Context: an optimization exercise on an open-source flow, tuned for small area, a short achievable clock period and few clock cycles. The choices shown serve that exercise and are no tape-out recipe.
Function was checked by simulation only, so behaviour that the tests miss may differ from the original.
Power is estimated from default activity; no workload was simulated.

## v20
Design cluster_feature_top, start of the top module:
module cluster_feature_top (
    input  logic        clk,
    input  logic        rst_n,
    input  logic        voxel_valid,
    output logic        voxel_ready,
    input  logic [21:0] voxel,       
    output logic        feature_valid,
    input  logic        feature_ready,
    output logic [49:0] feature
);
Size: ~6100 cells after synthesis, roughly 3000 flip-flops, ~78 I/O pins, about 0.11 mm2 of cells after synthesis.
Settings: LEC_CHECK=0, CAP_MARGIN=20, CORE_MARGIN=2, CORE_UTILIZATION=62, SLEW_MARGIN=20; clock period 10.0 ns.
standard.sh (not shown) runs the stock make flow with config.mk's settings and CLKGATE_MAP_FILE= SYNTH_SCRIPT=/design/flow/synth_recipe.tcl, a recipe that flattens the netlist after the stock synthesis.
==> flow/flow/run.sh <==
#!/bin/bash
set -euo pipefail
MARGIN=6.55
bash standard.sh SETUP_SLACK_MARGIN=$MARGIN finish > standard_flow.log 2>&1
v20 finished all stages; the layout is clean.
Testbench counts of v20, summed over its fixed seeds: cycles 13,591.
### v20 -> v33
- a change of CORE_UTILIZATION from 62 to 55
Notes after the runs:
Every run in the comparison, v20 and v33, completed the flow with a clean layout.
v33 ended with more worst clock skew than v20.
Between v20 and v33, the flow reports number of cell rows increasing by a few percent.
The lower area added between synthesis and finish of v20 and v33 is in v20.
Clock power delta (v20 -> v33): insignificant
When v33 is measured against v20, its count of inserted tapcells turns out 13% higher.
v33: total length of routed met3 wires 5.1% below v20
Input-level comparison between v18 and v33:
- CTS_CLUSTER_DIAMETER newly set to 60
- CTS_CLUSTER_SIZE newly set to 30
==> flow/flow/run.sh <==
#!/bin/bash
set -euo pipefail
MARGIN=6.6
bash standard.sh SETUP_SLACK_MARGIN=$MARGIN finish > standard_flow.log 2>&1
## What came out
NOTE clock-buffer cell count v33->v18 decreased by more than half
Sort v18 and v33 by maximum vdd drop asc -> top: v33
Although v18 finished all stages, its layout failed final checks on max-capacitance violations, max-slew violations.
Cell count (higher): v33
Clock transition at the registers of the reported paths for v18 is higher than for v33.
Diff v18 and v33: total length of routed wires lower in v18
Of v18 and v33, the run reporting the lower relative contribution of sequential cells to total power was v33.
From v33 to v18 the numbers moved as follows: total nets after synthesis saw little to no change; total power draw dropped about 10%; combinational power roughly the same.

== job 105 ==
The RTL this note starts from:
==> flow/design.v <==
package cluster_feature_pkg;
    localparam int COORD_BITS       = 5;                         
    localparam int LABEL_BITS       = 6;                         
    localparam int NUM_BANKS        = 4;
    localparam int BANK_SEL_BITS    = $clog2(NUM_BANKS);         
    localparam int INDEX_BITS       = LABEL_BITS - BANK_SEL_BITS;
    localparam int BANK_DEPTH       = 1 << INDEX_BITS;
    localparam int SIZE_BITS        = 12;                        
    localparam int MIN_CLUSTER_SIZE = 8;
    localparam int COUNT_BITS       = 7;
    typedef enum logic [1:0] {
        OP_IDLE  = 2'd0,
        OP_ADD   = 2'd1,
        OP_CLEAR = 2'd2
    } bank_op_e;
    typedef struct packed {
        logic                  last;    
        logic [LABEL_BITS-1:0] label;
        logic [COORD_BITS-1:0] x;
        logic [COORD_BITS-1:0] y;
        logic [COORD_BITS-1:0] z;
    } voxel_t;
    typedef struct packed {
        bank_op_e              op;
        logic [INDEX_BITS-1:0] index;   
        logic [COORD_BITS-1:0] x;
        logic [COORD_BITS-1:0] y;
        logic [COORD_BITS-1:0] z;
    } bank_cmd_t;
    typedef struct packed {
        logic [SIZE_BITS-1:0]  size;
        logic [COORD_BITS-1:0] min_x;
        logic [COORD_BITS-1:0] max_x;
        logic [COORD_BITS-1:0] min_y;
        logic [COORD_BITS-1:0] max_y;
        logic [COORD_BITS-1:0] min_z;
        logic [COORD_BITS-1:0] max_z;
    } cluster_stats_t;
    typedef struct packed {
        logic                  found;           
        logic [COUNT_BITS-1:0] cluster_count;
        logic [SIZE_BITS-1:0]  size;            
        logic [COORD_BITS-1:0] centroid_x;
        logic [COORD_BITS-1:0] centroid_y;
        logic [COORD_BITS-1:0] centroid_z;
        logic [COORD_BITS-1:0] dim_x;
        logic [COORD_BITS-1:0] dim_y;
        logic [COORD_BITS-1:0] dim_z;
    } feature_t;
    localparam int CMD_W   = 2 + INDEX_BITS + 3 * COORD_BITS;
    localparam int STATS_W = SIZE_BITS + 6 * COORD_BITS;
endpackage
`timescale 1ns/1ps
module cluster_feature_top (
    input  logic        clk,
    input  logic        rst_n,
    input  logic        voxel_valid,
    output logic        voxel_ready,
    input  logic [21:0] voxel,       
    output logic        feature_valid,
    input  logic        feature_ready,
    output logic [49:0] feature
);
    localparam int NL = 64;
    logic       ready_q;
    logic [1:0] owed_q;
    logic       accept, handoff;
    logic [1:0] owed_d;
    assign voxel_ready = ready_q;
    assign accept      = voxel_valid & ready_q;
    assign handoff     = feature_valid & feature_ready;
    always_comb begin
        owed_d = owed_q;
        if (accept & voxel[21]) owed_d = owed_d + 2'd1;
        if (handoff)            owed_d = owed_d - 2'd1;
    end
    always_ff @(posedge clk or negedge rst_n) begin
        if (!rst_n) begin
            owed_q  <= 2'd0;
            ready_q <= 1'b1;
        end else begin
            owed_q  <= owed_d;
            ready_q <= ~owed_d[1];
        end
    end
    logic       vq_v;
    logic       vq_last;
    logic [5:0] vq_l;
    logic [4:0] vq_x, vq_y, vq_z;
    always_ff @(posedge clk or negedge rst_n) begin
        if (!rst_n) vq_v <= 1'b0;
        else        vq_v <= accept;
    end
    logic [NL-1:1] vq_oh;
    logic          vq_fwd;
    always_ff @(posedge clk) begin
        {vq_last, vq_l, vq_x, vq_y, vq_z} <= voxel;
        for (int i = 1; i < NL; i++) vq_oh[i] <= (voxel[20:15] == i);
        vq_fwd <= vq_v & (vq_l != 6'd0) & (voxel[20:15] == vq_l);
    end
    logic [41:0]   mem [1:NL-1];
    logic [NL-1:1] used_q;
    logic          fresh_q;      
    logic          s2_v, s2_last;
    logic [5:0]    s2_l;
    logic [4:0]    s2_x, s2_y, s2_z;
    logic [41:0]   s2_cur;
    logic          s2_cv;
    logic [NL-1:1] s2_oh;
    logic          we, clr;
    logic [41:0]   upd;
    assign we  = s2_v & (s2_l != 6'd0);
    assign clr = s2_v & s2_last;
    logic          fwd;
    logic [41:0]   rd;
    logic          rd_used;
    assign fwd = vq_fwd;
    always_comb begin
        rd      = 42'd0;
        rd_used = 1'b0;
        for (int i = 1; i < NL; i++) begin
            rd      = rd | ({42{vq_oh[i]}} & mem[i]);
            rd_used = rd_used | (vq_oh[i] & used_q[i]);
        end
        rd_used = rd_used & ~fresh_q;
        if (fwd) begin
            rd      = upd;
            rd_used = 1'b1;
        end
        if (clr) rd_used = 1'b0;     
    end
    always_ff @(posedge clk or negedge rst_n) begin
        if (!rst_n) s2_v <= 1'b0;
        else        s2_v <= vq_v;
    end
    always_ff @(posedge clk) begin
        {s2_last, s2_l, s2_x, s2_y, s2_z} <= {vq_last, vq_l, vq_x, vq_y, vq_z};
        s2_oh  <= vq_oh;
        s2_cur <= rd;
        s2_cv  <= rd_used;
    end
    logic        sat;
    logic [11:0] cs;
    always_comb begin
        cs  = s2_cv ? s2_cur[41:30] : 12'd0;
        sat = s2_cv & (s2_cur[41:30] == 12'hfff);
        if (!s2_cv) begin
            upd = {12'd1, s2_x, s2_x, s2_y, s2_y, s2_z, s2_z};
        end else begin
            upd[41:30] = sat ? s2_cur[41:30] : s2_cur[41:30] + 12'd1;
            upd[29:25] = (s2_x < s2_cur[29:25]) ? s2_x : s2_cur[29:25];
            upd[24:20] = (s2_x > s2_cur[24:20]) ? s2_x : s2_cur[24:20];
            upd[19:15] = (s2_y < s2_cur[19:15]) ? s2_y : s2_cur[19:15];
            upd[14:10] = (s2_y > s2_cur[14:10]) ? s2_y : s2_cur[14:10];
            upd[9:5]   = (s2_z < s2_cur[9:5])   ? s2_z : s2_cur[9:5];
            upd[4:0]   = (s2_z > s2_cur[4:0])   ? s2_z : s2_cur[4:0];
        end
    end
    always_ff @(posedge clk) begin
        for (int i = 1; i < NL; i++) begin
            if (s2_v && s2_oh[i]) mem[i] <= upd;
        end
    end
    always_ff @(posedge clk) begin
        for (int i = 1; i < NL; i++) begin
            used_q[i] <= ~clr & ((used_q[i] & ~fresh_q) | (s2_v & s2_oh[i]));
        end
    end
    always_ff @(posedge clk or negedge rst_n) begin
        if (!rst_n) fresh_q <= 1'b1;
        else        fresh_q <= clr | (fresh_q & ~we);
    end
    logic [5:0]  best_l;
    logic [11:0] best_size, best_m1;
    logic [29:0] best_box;
    logic [6:0]  count_q;
    logic        hit, take;
    logic        m1_zero;    
    logic        lower;
    assign hit   = ~fresh_q & (s2_l == best_l);
    assign lower = (s2_l < best_l);
    assign take  = we & (hit | fresh_q |
                         (s2_cv ? (~sat & ((s2_cur[41:30] == best_size) |
                                           ((s2_cur[41:30] == best_m1) & lower)))
                                : (m1_zero & lower)));
    always_ff @(posedge clk) begin
        if (take) begin
            best_l   <= s2_l;
            best_box <= upd[29:0];
            if (!sat) begin
                best_size <= upd[41:30];
                best_m1   <= cs;
                m1_zero   <= (cs == 12'd0);
            end
        end
        if (s2_v) begin
            count_q <= fresh_q ? 7'd0 : count_q + {6'd0, we & s2_cv & (s2_cur[41:30] == 12'd7)};
        end
    end
    logic        rec_pend;
    logic        load;
    logic        found;
    logic [49:0] rec;
    logic [5:0]  sx, sy, sz;
    assign found = (count_q != 7'd0);
    assign load  = rec_pend & (~feature_valid | feature_ready);
    always_comb begin
        sx  = {1'b0, best_box[29:25]} + {1'b0, best_box[24:20]};
        sy  = {1'b0, best_box[19:15]} + {1'b0, best_box[14:10]};
        sz  = {1'b0, best_box[9:5]}   + {1'b0, best_box[4:0]};
        rec = {found, count_q, best_size, sx[5:1], sy[5:1], sz[5:1],
               best_box[24:20] - best_box[29:25],
               best_box[14:10] - best_box[19:15],
               best_box[4:0]   - best_box[9:5]};
        if (!found) rec = 50'd0;
    end
    always_ff @(posedge clk or negedge rst_n) begin
        if (!rst_n) begin
            rec_pend      <= 1'b0;
            feature_valid <= 1'b0;
        end else begin
            rec_pend      <= clr | (rec_pend & ~load);
            feature_valid <= load | (feature_valid & ~feature_ready);
        end
    end
    always_ff @(posedge clk) begin
        if (load) feature <= rec;
    end
endmodule
Settings: LEC_CHECK=0, CAP_MARGIN=20, CORE_MARGIN=2, CORE_UTILIZATION=55, SLEW_MARGIN=20; clock period 10.0 ns.
==> flow/flow/run.sh <==
#!/bin/bash
set -euo pipefail
MARGIN=6.45
bash standard.sh SETUP_SLACK_MARGIN=$MARGIN finish > standard_flow.log 2>&1
Job 105 ran to completion and came out clean on the timing, DRC and antenna checks.
Testbench counts of job 105, summed over its fixed seeds: cycles 13,591.
diff inputs: job 105 => job 103
==> flow/flow/run.sh <==
#!/bin/bash
set -euo pipefail
MARGIN=6.55
bash standard.sh SETUP_SLACK_MARGIN=$MARGIN \
    "BUFFER_PORTS_ARGS=-buffer_cell sky130_fd_sc_hd__buf_4" \
    finish > standard_flow.log 2>&1
Notes after the runs:
- Routed wire length in job 103 is 1.2% below job 105.
- Job 103 gives more part of the cycle the worst path needs than job 105 did.
- Count of inserted antenna diode cells delta for job 103 relative to job 105: about 7% higher
- Reg2reg setup slack came out higher on job 103 than on job 105.
- Looking only at pin slew with the least headroom to its limit, and setting everything else aside, the lower value of job 105 and job 103 goes to job 103.
- Mean number of vias per cell | job 103 below job 105
- Compared with job 105, in job 103 share of synthesized cell area in and, or, nand and nor gates about even, count of TritonRoute iterations in the first routing pass rose 3, core occupancy in the finished layout about even.
- Number of synthesized flops with an enable pin: job 103 vs job 105 identical

-- static timing again, ports no longer ideal --
The flow's constraints put no driver on any port. The routed layouts listed below were extracted and timed again, unchanged, in two steps. Step 1, drivers: a clkbuf_16 drives clk and a buf_2 each remaining input, both assumed. Step 2 also shifts input and output timing later by t, the mid clock arrival at the registers, as if the neighbouring blocks saw the same clock. Three values: no drivers, after step 1, after step 2; two values: the first two.
run | t, ns | setup WS [ns] | worst slew at a driven data input, ns
v20 | 1.032 | 6.381 / 6.381 / 6.031 | 0.16
v33 | 1.033 | 6.389 / 6.389 / 5.794 | 0.10
v18 | 0.972 | 6.405 / 6.405 / 5.948 | 0.09
job 105 | 1.039 | 6.424 / 6.338 / 6.034 | 0.12
job 103 | 1.034 | 6.353 / 6.265 / 6.573 | 0.09
The setup slack of v33, which loses most, moves by 0.000 ns with the drivers and by -0.595 ns with both steps.
